What follows belongs to an exercise in optimizing a design on an open flow for small area, a short achievable clock period and few clock cycles; a production flow would make more cautious choices.
Function was checked by simulation only, so behaviour that the tests miss may differ from the original.

==> flow/design.v, too long to show whole: its modules and the start of the top module <==
// module muldiv_unit_mq: 1077 lines
module muldiv_unit_mq #(
  parameter int XLEN       = 32,
  parameter int HART_ID_W  = 1,
  parameter int REG_ADDR_W = 5
) (
  input  logic                  clk,
  input  logic                  rst_n,
  input  logic                  muldiv_start,
  input  logic [2:0]            muldiv_op,
  input  logic [XLEN-1:0]       muldiv_a,
  input  logic [XLEN-1:0]       muldiv_b,
  input  logic [HART_ID_W-1:0]  muldiv_hart_id,
  input  logic [REG_ADDR_W-1:0] muldiv_rd,
  input  logic                  muldiv_kill,
  input  logic [HART_ID_W-1:0]  muldiv_kill_hart_id,
  output logic                  muldiv_busy,
  output logic                  muldiv_done,
  output logic [XLEN-1:0]       muldiv_result,
  output logic [HART_ID_W-1:0]  muldiv_done_hart_id,
  output logic [REG_ADDR_W-1:0] muldiv_done_rd
);
  // ...
==> flow/flow/run.sh <==
#!/bin/bash
set -euo pipefail
bash standard.sh SETUP_SLACK_MARGIN=5.7 "BUFFER_PORTS_ARGS=-buffer_cell sky130_fd_sc_hd__buf_2" finish > flow.log 2>&1
==> flow/standard.sh <==
#!/bin/bash
# synth_recipe.tcl (not shown) runs the flow's synth.tcl, then flattens the netlist and writes it again
# the make line also repeats each setting of config.mk as NAME=value (left out here)
make -C /OpenROAD-flow-scripts/flow DESIGN_CONFIG=/design/flow/config.mk WORK_HOME=/design/flow/orfs CLKGATE_MAP_FILE= SYNTH_SCRIPT=/design/flow/synth_recipe.tcl "${@:-finish}"
==> flow/config.mk <==
export PLATFORM = sky130hd
export DESIGN_NAME = muldiv_unit_mq
export DESIGN_NICKNAME = muldiv_unit_mq
export VERILOG_FILES = /design/flow/design.v
export SDC_FILE = /design/flow/constraint.sdc
export NUM_CORES = 4
export LEC_CHECK = 0
export ABC_AREA = 1
export CAP_MARGIN = 20
export CORE_MARGIN = 2
export CORE_UTILIZATION = 40
export SETUP_SLACK_MARGIN = 5
export SLEW_MARGIN = 20
==> flow/constraint.sdc <==
create_clock -name core_clock -period 10.0 [get_ports {clk}]
set_input_delay 2.0000 -clock core_clock [delete_from_list [all_inputs] [get_ports {clk}]]
set_output_delay 2.0000 -clock core_clock [all_outputs]
set_load 0.01 [all_outputs]
==> impl_metrics.json, run 1 <==
{
  "status": "finished clean",
  "n_all_buffers": 396,
  "min_to": "drd_q[1]",
  "cp_slowest_cell": "fa_2",
  "die_h_um": 323.9,
  "worstMarginPinSlew_ps": 1169,
  "holdCritPathClass": "reg -> reg",
  "yosysUniqueCellTypes": 64,
  "taps": 1368,
  "fmax_ghz": 0.2020,
  "nClkBuffers": 50,
  "vias": 45610,
  "coreArea_um2": 101600,
  "drtIter0Drc": 5740,
  "post_synth_main_area_contributors": "fa_1 14%, nand2_1 12%, dfxtp_1 9.9%",
  "multi_input_area_share_pct": 64.24,
  "ys.flop_type": "dfxtp_1",
  "drt-pass1-iter-count": 6,
  "avgSynthCellArea_um2": 6.649,
  "holdWs_ps": 326.6,
  "largest_register_ff_count": 64,
  "met3_length_um": 24350,
  "die_w_um": 323.9,
  "synthesis.area_um2": 40920,
  "ys_warn_count": 4,
  "cp_data_required_time_ps": 10350,
  "nMultiInputCombCells": 4609,
  "finalWirelength_um": 214600,
  "placed_cells": 7427,
  "design_area_um2": 48480,
  "synth_edf_count": 87,
  "cp-start-kind": "flip-flop",
  "fillCellCount": 10520,
  "whs_path_depth": 0,
  "dominant_cells": "multi-input gates",
  "fin_crit_sh_pct": 49.49
}
Testbench counts, summed over its fixed seeds: cycles 5,066.
==> run 2: changes to the inputs <==
--- a/flow/design.v
+++ b/flow/design.v
@@ -986,28 +986,33 @@
     case ({q1, q0})
       2'b11:   r2 = df[32:0];
       2'b10:   r2 = d1[32:0];
       2'b01:   r2 = de[32:0];
       default: r2 = {1'b0, b_q};
     endcase
   end
   assign qn = {s_q[29:0] & {30{is_div}}, q1, q0 && (is_div || ev)};
-  logic        div_mode;
-  logic [63:0] s_div;
+  logic        div_mode, sel_tree, sel_rem, sel_oth;
+  logic [31:0] s_oth;
   assign div_mode = (st_q == ST_NORM) || (st_q == ST_DIV);
+  assign sel_rem  = div_mode && last && op_q[1] && !(is_norm && early);
+  assign sel_oth  = div_mode && !sel_rem;
+  assign sel_tree = !div_mode;
   always_comb begin
     if (is_norm && early)
-      s_div = {32'd0, op_q[1] ? b_q                 
-                              : (zero_q ? 32'hFFFF_FFFF : 32'd0)};
-    else if (last && op_q[1])
-      s_div = {32'd0, r2[31:0]};
+      s_oth = op_q[1] ? b_q                           
+                      : (zero_q ? 32'hFFFF_FFFF : 32'd0);
     else
-      s_div = {32'd0, qn};
+      s_oth = qn;
   end
+  logic [63:0] s_next;
+  assign s_next = ({64{sel_tree}} & tree_s)
+                | ({64{sel_rem}}  & {32'd0, r2[31:0]})
+                | ({64{sel_oth}}  & {32'd0, s_oth});
   always_comb begin
     case (st_q)
       ST_M1:   last = 1'b1;
       ST_NORM: last = zero_q || zge[5];    
       ST_DIV:  last = (cnt_q == '0);
       default: last = 1'b0;
     endcase
   end
@@ -1032,17 +1037,17 @@
     res_q   <= fhi_q ? psum[63:32] : psum[31:0];
     dhart_q <= fhart_q;
     drd_q   <= frd_q;
     fhart_q <= hart_q;
     frd_q   <= rd_q;
     fhi_q   <= (op_q[1:0] != 2'd0) && !op_q[2];
     fneg_q  <= neg_q && op_q[2];
     cnt_q   <= cnt_q - 4'd1;
-    s_q     <= div_mode ? s_div : tree_s;
+    s_q     <= s_next;
     c_q     <= div_mode ? {63'd0, neg_q} : tree_c;
     case (st_q)
       ST_NORM: begin
         cnt_q <= sh[4:1] - {3'd0, ev};
         a_q   <= ev ? {1'b0, dn[32:1]} : dn;
         if (ev) b_q <= r2[31:0];
       end
       ST_DIV: begin
==> flow/flow/run.sh (replaced) <==
#!/bin/bash
set -euo pipefail
bash standard.sh SETUP_SLACK_MARGIN=5.4 "BUFFER_PORTS_ARGS=-buffer_cell sky130_fd_sc_hd__buf_2" finish > flow.log 2>&1
==> impl_metrics.json, run 2 <==
{
  "period_needed_ps": 4897,
  "largest_register_ff_count": 64,
  "gp_congestion": 1.027,
  "io_buffers": 117,
  "grt_pass1_vias": 40050,
  "status": "finished clean",
  "setup-tns-final_ps": 0,
  "max_stage_delay_ps": 480,
  "initial_utilization_pct": 40.52,
  "final_cell_mix": "1250 x nand2_1, 854 x inv_1, 539 x nor2_1",
  "drtIter0Drc": 4711,
  "worstPathArrival_ps": 5240,
  "cp_slowest_cell": "o21ai_1",
  "drive_above_1_share_pct": 11.61,
  "htreeDepth": 2,
  "setup_viol": 0,
  "yosysMostFrequentCell": "nand2_1",
  "drtAntennaViolNets": 0,
  "skew_ps": 62.15,
  "clock_sinks": 294,
  "coreArea_um2": 98710,
  "drv_slew": 0,
  "path_clk_slew_ps": 60,
  "worst-setup-path-type": "reg -> reg",
  "syn2layout_area_growth_pct": 13.89,
  "rsz0062_at_grt": "true",
  "whs_path_depth": 0,
  "rr_worst_depth": 29,
  "yosysUniqueCellTypes": 60,
  "die_w_um": 320.2,
  "drt-pass1-iter-count": 8,
  "clockRootBuffer": "clkbuf_16",
  "regMostFlops": "s_q",
  "gr-usage-all-layers_pct": 34.99,
  "syn_inst": 5914,
  "cts-buffers-inserted": 43,
  "ys_warn_count": 4,
  "drv_cap": 0,
  "grt_max_degree": 81,
  "finish.utilization_pct": 46.15,
  "ys.flop_type": "dfxtp_1",
  "finalWirelength_um": 185400,
  "fillCellCount": 10290,
  "dp_hpwl_um": 141400,
  "critPathCaptureType": "flip-flop",
  "grt-ovfl-total": 0,
  "cp_data_required_time_ps": 10340,
  "post_synth_main_area_contributors": "fa_1 15%, nand2_1 12%, dfxtp_1 10%",
  "seq_area_frac_synth_pct": 16.96,
  "die_h_um": 320.2,
  "ctsHoldBuffers": 0,
  "syn-num-nets": 6516,
  "holdCritPathClass": "reg -> reg",
  "routed_via_density": 5.789,
  "vias": 42330,
  "crit_path_frequent_cell": "nand2_1",
  "async_flop_share_pct": 1.701,
  "fin_crit_sh_pct": 48.97,
  "worstMarginPinSlew_ps": 1165,
  "grt_pass1_wl_um": 265900,
  "tritoncts": "done",
  "insertion_delay_ps": 660,
  "fmax_ghz": 0.2042,
  "drc_errors": 0,
  "fin_nets": 6589,
  "yosysTopAreaCellShare_pct": 14.57,
  "largestRegisters": "s_q (64), c_q (63), a_q (33)",
  "ios": 118,
  "synth_edf_count": 87,
  "hold_violations": 0,
  "cp-start-kind": "flip-flop",
  "dieArea_um2": 102500,
  "routedWlPerCell_um": 25.35,
  "synth_commonest_cells": "1297 x nand2_1, 883 x inv_1, 563 x nor2_1",
  "crit_fanout": 31,
  "synthesis.area_um2": 40000,
  "avgSynthCellArea_um2": 6.763,
  "antenna_found_initial": 12,
  "slew_headroom_pct": 22.06,
  "mostFrequentLayoutCell": "nand2_1",
  "yosysTopAreaCell": "fa_1",
  "synth_seq_cells": 294,
  "cts_buffer_depth": 3,
  "core.rowCount": 115
}
## run 2: timing repair
item	4_1_cts	5_1_grt
endpoints found under the setup margin	121	97
cloned	12	4
setup buffers	62	39
resized for setup	200	143
pin swaps	67	64
## run 2: logic make-up (layout without fill, tap and decap cells)
| kind of cell | count (synthesis) | count (layout) | share of synthesized area, % |
|---|---|---|---|
| other | 0 | 3 | 0 |
| XOR/XNOR | 371 | 371 | 8.143 |
| AO/OA/AOI/OAI | 1185 | 1185 | 17.15 |
| adder cells (fa/ha/maj) | 524 | 524 | 21.85 |
| flip-flops | 294 | 294 | 16.96 |
| buffers and inverters | 1211 | 1317 | 11.68 |
| AND/OR/NAND/NOR | 2322 | 2324 | 24.03 |
| multiplexers | 7 | 7 | 0.1783 |
## run 2: area by class of cell
type                            count  area [um2]  area share [%]
Timing Repair inverter              7       52.55          0.1154
Antenna cell                        3       7.507         0.01648
Tap cell                         1287        1610           3.535
Timing Repair Buffer              309        2495           5.477
Clock buffer                       61        1266           2.780
Sequential cell                   294        6785           14.90
Clock inverter                     19       286.5          0.6290
Multi-Input combinational cell   4411       29460           64.67
Inverter                          921        3592           7.886
## run 2: stage by stage
stage          std cells  setup WS [ps]  hold slack (ps)  cell area [um2]
2_1_floorplan       5914           5306            309.6            40080
3_3_place_gp        7112           3653            310.3            41700
3_5_place_dp        7112           3479            314.4            41700
4_1_cts             7266           5133            326.8            44690
5_1_grt             7310           4919            331.7            45550
6_report            7312           5103            325.7            45550
## run 2: final timing paths
path	from	slack [ps]	endpoint
setup / recovery	zb_q[1]	5100	b_q[22]
hold / removal	frd_q[2]	330	drd_q[2]
setup reg to reg	zb_q[1]	5100	b_q[22]
hold reg to reg	frd_q[2]	330	drd_q[2]
max in group asynchronous	rst_n	8630	done_q
min in group asynchronous	rst_n	1220	st_q[0]
## run 2: worst max-delay path, delay by kind of cell, from the launching register on
family | cells | cell delay [ps]
compound gates | 7 | 1190
fa+ha+maj | 2 | 660
buf+inv | 6 | 950
flops | 1 | 420
simple gates | 14 | 1400
## run 2: per-layer routing
| layer | vias up | global-route usage (%) | part of all wire, % |
|---|---|---|---|
| met5 | - | 0 | 0.035 |
| met2 | 2358 | 56.39 | 45 |
| met3 | 568 | 7.981 | 9.9 |
| met1 | 20100 | 42.26 | 37 |
| met4 | 10 | 21.88 | 7.8 |
| li1 | 19300 | - | - |
Testbench counts of run 2, summed over its fixed seeds: cycles 5,066.
==> run 3: changes to the inputs <==
--- a/flow/config.mk
+++ b/flow/config.mk
@@ -8,6 +8,6 @@
 export ABC_AREA = 1
 export CAP_MARGIN = 20
 export CORE_MARGIN = 2
-export CORE_UTILIZATION = 40
+export CORE_UTILIZATION = 46
 export SETUP_SLACK_MARGIN = 5
 export SLEW_MARGIN = 20
==> impl_metrics.json, run 3 <==
{
  "routedWlPerCell_um": 25.78,
  "skew_ps": 24.08,
  "routed_via_density": 5.987,
  "holdCritPathClass": "reg -> reg",
  "synth_seq_cells": 294,
  "worst_slack_ps": 5122,
  "fillCellCount": 8818,
  "drive_above_1_share_pct": 12.22,
  "largest_register_ff_count": 64,
  "rsz0062_at_grt": "true",
  "synthXorXnorAreaFrac_pct": 8.143,
  "tritoncts": "done",
  "async_flop_share_pct": 1.701,
  "hold_violations": 0,
  "ys_warn_count": 4,
  "cp_data_required_time_ps": 10370,
  "dp_hpwl_um": 139300,
  "grt-ovfl-total": 0,
  "cp_slowest_cell": "fa_2",
  "cts_buffer_depth": 3,
  "syn2layout_area_growth_pct": 14.09,
  "ios": 118,
  "design_area_um2": 45630,
  "cp-start-kind": "flip-flop",
  "coreArea_um2": 86480,
  "grt_pass1_vias": 41350,
  "yosysTopAreaCellShare_pct": 14.57,
  "finish.utilization_pct": 52.76,
  "final_cell_mix": "1232 x nand2_1, 863 x inv_1, 540 x nor2_1",
  "placed_cell_area_um2": 41570,
  "drtAntennaViolNets": 0,
  "status": "finished clean",
  "crit_path_frequent_cell": "nand2_2",
  "ys.flop_type": "dfxtp_1",
  "synthesis.area_um2": 40000,
  "worstPathArrival_ps": 5250,
  "placed_cells": 6985,
  "crit_fanout": 8,
  "stdcell_count": 7218,
  "finalWirelength_um": 186100,
  "drv_slew": 0,
  "clock_sinks": 294,
  "yosys.area_share.adder_pct": 21.85,
  "drt-pass1-iter-count": 6,
  "core.rowCount": 108,
  "clockRootBuffer": "clkbuf_16",
  "max_stage_delay_ps": 570,
  "fin_crit_sh_pct": 48.78,
  "yosysUniqueCellTypes": 60,
  "worst-setup-path-type": "reg -> reg",
  "slew_headroom_pct": 18.41,
  "vias": 43210,
  "cts-buffers-inserted": 40,
  "syn_inst": 5914,
  "multi_input_area_um2": 29520,
  "synth_edf_count": 87,
  "yosysMostFrequentCell": "nand2_1",
  "mostFrequentLayoutCell": "nand2_1",
  "largestRegisters": "s_q (64), c_q (63), a_q (33)",
  "synth_commonest_cells": "1297 x nand2_1, 883 x inv_1, 563 x nor2_1",
  "initial_utilization_pct": 46.25,
  "die_h_um": 298.9,
  "synthSimpleGateAreaFrac_pct": 24.03,
  "avgSynthCellArea_um2": 6.763,
  "drtIter0Drc": 5056,
  "antenna_found_initial": 12,
  "seq_area_um2": 6784,
  "period_needed_ps": 4878,
  "path_clk_slew_ps": 60,
  "yosysTopAreaCell": "fa_1",
  "dieArea_um2": 89320,
  "fin_nets": 6627,
  "grt_pass1_wl_um": 270700,
  "io_buffers": 117,
  "drc_errors": 0,
  "fmax_ghz": 0.2050,
  "worstMarginPinSlew_ps": 1220,
  "seq_area_frac_synth_pct": 16.96,
  "whs_path_depth": 0,
  "setup-tns-final_ps": 0,
  "dpl_worst_slack_ps": 3052,
  "setup_viol": 0,
  "drv_cap": 0,
  "synth_top_family_by_area": "simple AND/OR/NAND/NOR gates",
  "post_synth_main_area_contributors": "fa_1 15%, nand2_1 12%, dfxtp_1 10%",
  "insertion_delay_ps": 620,
  "ctsHoldBuffers": 0,
  "syn-num-nets": 6516,
  "regMostFlops": "s_q",
  "die_w_um": 298.9,
  "htreeDepth": 2,
  "grt_max_degree": 71,
  "synth-compound-area-share_pct": 17.15,
  "muxShareOfSynthArea_pct": 0.1783,
  "gr-usage-all-layers_pct": 40.81,
  "gp_congestion": 1.051,
  "rr_worst_depth": 31,
  "critPathCaptureType": "flip-flop"
}
run 3: cell counts after synthesis:
Identical to the previous run, type by type.
run 3: per-stage QoR:
step / hold WS, ps
2_1_floorplan: 309.6
3_3_place_gp: 311.6
3_5_place_dp: 313.2
4_1_cts: 326.5
5_1_grt: 337.1
6_report: 324.2
run 3: worst paths after layout:
path	start	slack, ps	end
setup / recovery	zb_q[0]	5120	b_q[13]
hold / removal	frd_q[0]	320	drd_q[0]
setup reg to reg	zb_q[0]	5120	b_q[13]
hold reg to reg	frd_q[0]	320	drd_q[0]
max in group asynchronous	rst_n	8630	st_q[1]
min in group asynchronous	rst_n	1210	st_q[0]
run 3: worst max-delay path: cells and delay by family, from the launching register on:
| kind | cells | cell delay (ps) |
|---|---|---|
| AOI/OAI and AO/OA | 5 | 680 |
| adders and majority gates | 4 | 1460 |
| buffers and inverters | 5 | 540 |
| DFF | 1 | 430 |
| and+or+nand+nor | 17 | 1480 |
run 3: kinds of logic after synthesis:
| family | count (synthesis) |
|---|---|
| AO/OA/AOI/OAI | 1185 |
| XOR/XNOR | 371 |
| adder cells (fa/ha/maj) | 524 |
| buffers and inverters | 1211 |
| flip-flops | 294 |
| multiplexers | 7 |
| AND/OR/NAND/NOR | 2322 |
run 3: what timing repair did:
item	4_1_cts	5_1_grt
setup buffers	110	23
resized for setup	273	107
pin swaps	58	58
setup endpoints to repair	135	97
cloned	18	1
run 3: area by class of cell:
class	instances	share of cell area, %
Timing Repair inverter	13	0.2769
Clock inverter	19	0.5100
Clock buffer	54	2.536
Sequential cell	294	14.87
Antenna cell	7	0.03839
Timing Repair Buffer	343	6.024
Tap cell	1155	3.167
Inverter	921	7.875
Multi-Input combinational cell	4412	64.70
run 3: routing by layer:
layer	wire length (um)	track usage [%]	vias up
met5	50	0	-
met3	19860	9.698	702
met1	68000	49.00	20470
li1	-	-	19390
met4	18430	32.46	8
met2	79710	62.69	2646
==> run 4: changes to the inputs <==
==> flow/run.sh (new file) <==
#!/bin/bash
# synth_recipe.tcl (not shown) runs the flow's synth.tcl, then flattens the netlist and writes it again
# the make line also repeats each setting of config.mk as NAME=value (left out here)
make -C /OpenROAD-flow-scripts/flow DESIGN_CONFIG=/design/flow/config.mk WORK_HOME=/design/flow/orfs CLKGATE_MAP_FILE= SYNTH_SCRIPT=/design/flow/synth_recipe.tcl finish
--- a/flow/config.mk
+++ b/flow/config.mk
@@ -8,6 +8,6 @@
 export ABC_AREA = 1
 export CAP_MARGIN = 20
 export CORE_MARGIN = 2
-export CORE_UTILIZATION = 46
+export CORE_UTILIZATION = 40
 export SETUP_SLACK_MARGIN = 5
 export SLEW_MARGIN = 20
removed: flow/flow/run.sh
removed: flow/standard.sh
==> impl_metrics.json, run 4 <==
{
  "largestRegisters": "s_q (64), c_q (63), a_q (33)",
  "ios": 118,
  "routedWlPerCell_um": 24.58,
  "top_layer": "met5",
  "drtAntennaViolNets": 0,
  "min_to": "drd_q[1]",
  "critPathCaptureType": "flip-flop",
  "finish.utilization_pct": 46.27,
  "period_needed_ps": 5182,
  "htreeDepth": 2,
  "skew_ps": 72.26,
  "drtIter0Drc": 5229,
  "die_h_um": 320.2,
  "avgSynthCellArea_um2": 6.763,
  "gr-usage-all-layers_pct": 34.08,
  "final_cell_mix": "1250 x nand2_1, 862 x inv_1, 549 x nor2_1",
  "holdCritPathClass": "reg -> reg",
  "ys.flop_type": "dfxtp_1",
  "setup_viol": 0,
  "r2r_slack_ps": 4820,
  "die_w_um": 320.2,
  "synth_commonest_cells": "1297 x nand2_1, 883 x inv_1, 563 x nor2_1",
  "drive_above_1_share_pct": 8.843,
  "path_clk_slew_ps": 60,
  "dr_wl_met2_um": 79380,
  "grt-ovfl-total": 0,
  "muxShareOfSynthArea_pct": 0.1783,
  "synthXorXnorAreaFrac_pct": 8.143,
  "synth_top_family_by_area": "simple AND/OR/NAND/NOR gates",
  "synthesis.area_um2": 40000,
  "insertion_delay_ps": 650,
  "grt_pass1_vias": 39960,
  "cts_buffer_depth": 3,
  "status": "finished clean",
  "coreArea_um2": 98710,
  "worstMarginPinSlew_ps": 1152,
  "cp-start-kind": "flip-flop",
  "crit_path_frequent_cell": "nand2_2",
  "crit_fanout": 7,
  "synthSimpleGateAreaFrac_pct": 24.03,
  "yosysUniqueCellTypes": 60,
  "initial_utilization_pct": 40.52,
  "seq_area_frac_synth_pct": 16.96,
  "met3_length_um": 18150,
  "clockRootBuffer": "clkbuf_16",
  "rr_startpoint": "zb_q[0]",
  "setup-tns-final_ps": 0,
  "r2r_end": "b_q[27]",
  "largest_register_ff_count": 64,
  "synth_edf_count": 87,
  "synth-compound-area-share_pct": 17.15,
  "cp_data_required_time_ps": 10320,
  "async_flop_share_pct": 1.701,
  "grt_max_degree": 83,
  "multi_input_area_um2": 29330,
  "core.rowCount": 115,
  "drv_slew": 0,
  "yosysTopAreaCell": "fa_1",
  "yosys.area_share.adder_pct": 21.85,
  "io_buffers": 117,
  "drt-met1-wl_um": 67370,
  "syn-num-nets": 6516,
  "slew_headroom_pct": 22.40,
  "yosysMostFrequentCell": "nand2_1",
  "antenna_found_initial": 10,
  "rr_worst_depth": 33,
  "fin_nets": 6576,
  "cp_slowest_cell": "fa_2",
  "clock_sinks": 294,
  "fin_crit_sh_pct": 51.82,
  "rsz0062_at_grt": "true",
  "fillCellCount": 10310,
  "drt-pass1-iter-count": 7,
  "drv_cap": 0,
  "vias": 42150,
  "finalWirelength_um": 179300,
  "synth_seq_cells": 294,
  "cts-buffers-inserted": 40,
  "hp-start": "frd_q[1]",
  "gp_congestion": 1.017,
  "ys_warn_count": 4,
  "dieArea_um2": 102500,
  "seq_area_um2": 6784,
  "drc_errors": 0,
  "hold_violations": 0,
  "yosysTopAreaCellShare_pct": 14.57,
  "worstPathArrival_ps": 5500,
  "routed_via_density": 5.779,
  "dp_hpwl_um": 137300,
  "whs_path_depth": 0,
  "grt_pass1_wl_um": 260900,
  "tritoncts": "done",
  "regMostFlops": "s_q",
  "mostFrequentLayoutCell": "nand2_1",
  "fmax_ghz": 0.1930,
  "syn2layout_area_growth_pct": 14.19,
  "worst-setup-path-type": "reg -> reg",
  "post_synth_main_area_contributors": "fa_1 15%, nand2_1 12%, dfxtp_1 10%",
  "syn_inst": 5914,
  "max_stage_delay_ps": 560
}
==> run 4: cell types whose count changed in the layout (fill, tap and decap cells not counted), sizes merged, moves of 2 or more <==
cell           previous run  this run
buf                     340       180
clkdlybuf4s50             0       102
clkinv                   30        28
clkinvlp                 21        12
diode                     7         2
dlygate4sd2               0         3
dlymetal6s2s              0         8
inv                     898       903
==> run 4: worst max path at each step <==
stage,start,end,slack [ps],depth (start not counted)
3_3_place_gp,zb_q[0],b_q[29],3160,31
3_5_place_dp,a_q[3],b_q[17],3110,27
2_1_floorplan,za_q[0],b_q[17],5010,31
4_1_cts,zb_q[0],b_q[22],4800,32
6_report,zb_q[0],b_q[27],4820,33
5_1_grt,za_q[0],b_q[5],4570,35
==> run 4: cell families (layout without fill, tap and decap cells) <==
family	Yosys count	in the layout
xor+xnor	371	371
buf+inv	1211	1299
fa+ha+maj	524	524
mux	7	7
simple gates	2322	2325
flops	294	294
other cells	0	2
compound gates	1185	1185
==> run 4: final cells by class <==
cell class                      count  area share, %
Inverter                          921          7.786
Multi-Input combinational cell   4412          64.23
Timing Repair inverter              6         0.1096
Clock inverter                     19         0.4657
Clock buffer                       54          2.556
Timing Repair Buffer              299          6.460
Sequential cell                   294          14.85
Antenna cell                        2        0.01096
Tap cell                         1287          3.526
==> run 4: metrics by stage <==
step / cell area, um2 / hold WS, ps / instances / setup WS, ps
2_1_floorplan: 40000 / 309.6 / 5914 / 5009
3_3_place_gp: 42230 / 309.8 / 7112 / 3163
3_5_place_dp: 42230 / 313.2 / 7112 / 3110
4_1_cts: 44850 / 327.8 / 7255 / 4796
5_1_grt: 45670 / 337.1 / 7293 / 4574
6_report: 45670 / 324.8 / 7294 / 4818
==> run 4: timing repair <==
| item | CTS | global route |
|---|---|---|
| resized for setup | 164 | 153 |
| gates cloned | 12 | 3 |
| pin swaps | 46 | 74 |
| hold endpoints to repair | 0 | 0 |
| setup buffers | 58 | 33 |
| endpoints found under the setup margin | 135 | 94 |
| hold buffers | 0 | 0 |
==> run 4: critical path, delay by kind of cell, from the launching register on <==
kind | cells | cell delay, ps
buffers and inverters | 8 | 1000
adders and majority gates | 3 | 1160
DFF | 1 | 430
AOI/OAI and AO/OA | 7 | 900
and+or+nand+nor | 15 | 1390
==> run 4: layer usage <==
layer,GRT usage [%],up-vias
met5,0,-
met4,21.41,14
met3,7.741,592
met2,54.17,2458
met1,41.78,19820
li1,-,19270

## re-timing with driven ports
No port has a modelled driver above. Below, the same layouts with a new extraction and two added sets of constraints. Step 1 sets driving cells, clkbuf_16 on the clock port and buf_2 on the other inputs (assumed; they add their load-dependent delay and slew). Step 2 also shifts input and output timing later by t, the mid clock arrival at the registers, as if the neighbouring blocks saw the same clock. a / b / c = ideal ports / drivers / drivers and shift; a / b = the first two.
run | t, ns | setup WS [ns] | worst setup path at the end
run 1 | 0.686 | 5.051 / 5.051 / 5.016 | input to register
run 2 | 0.705 | 5.103 / 5.103 / 4.796 | input to register
run 3 | 0.686 | 5.122 / 5.122 / 4.786 | input to register
run 4 | 0.694 | 4.818 / 4.818 / 4.420 | input to register
After both steps every run listed still meets setup and hold. For run 4, which loses most, drivers alone change the setup slack by 0.000 ns; drivers and shift together by -0.398 ns.
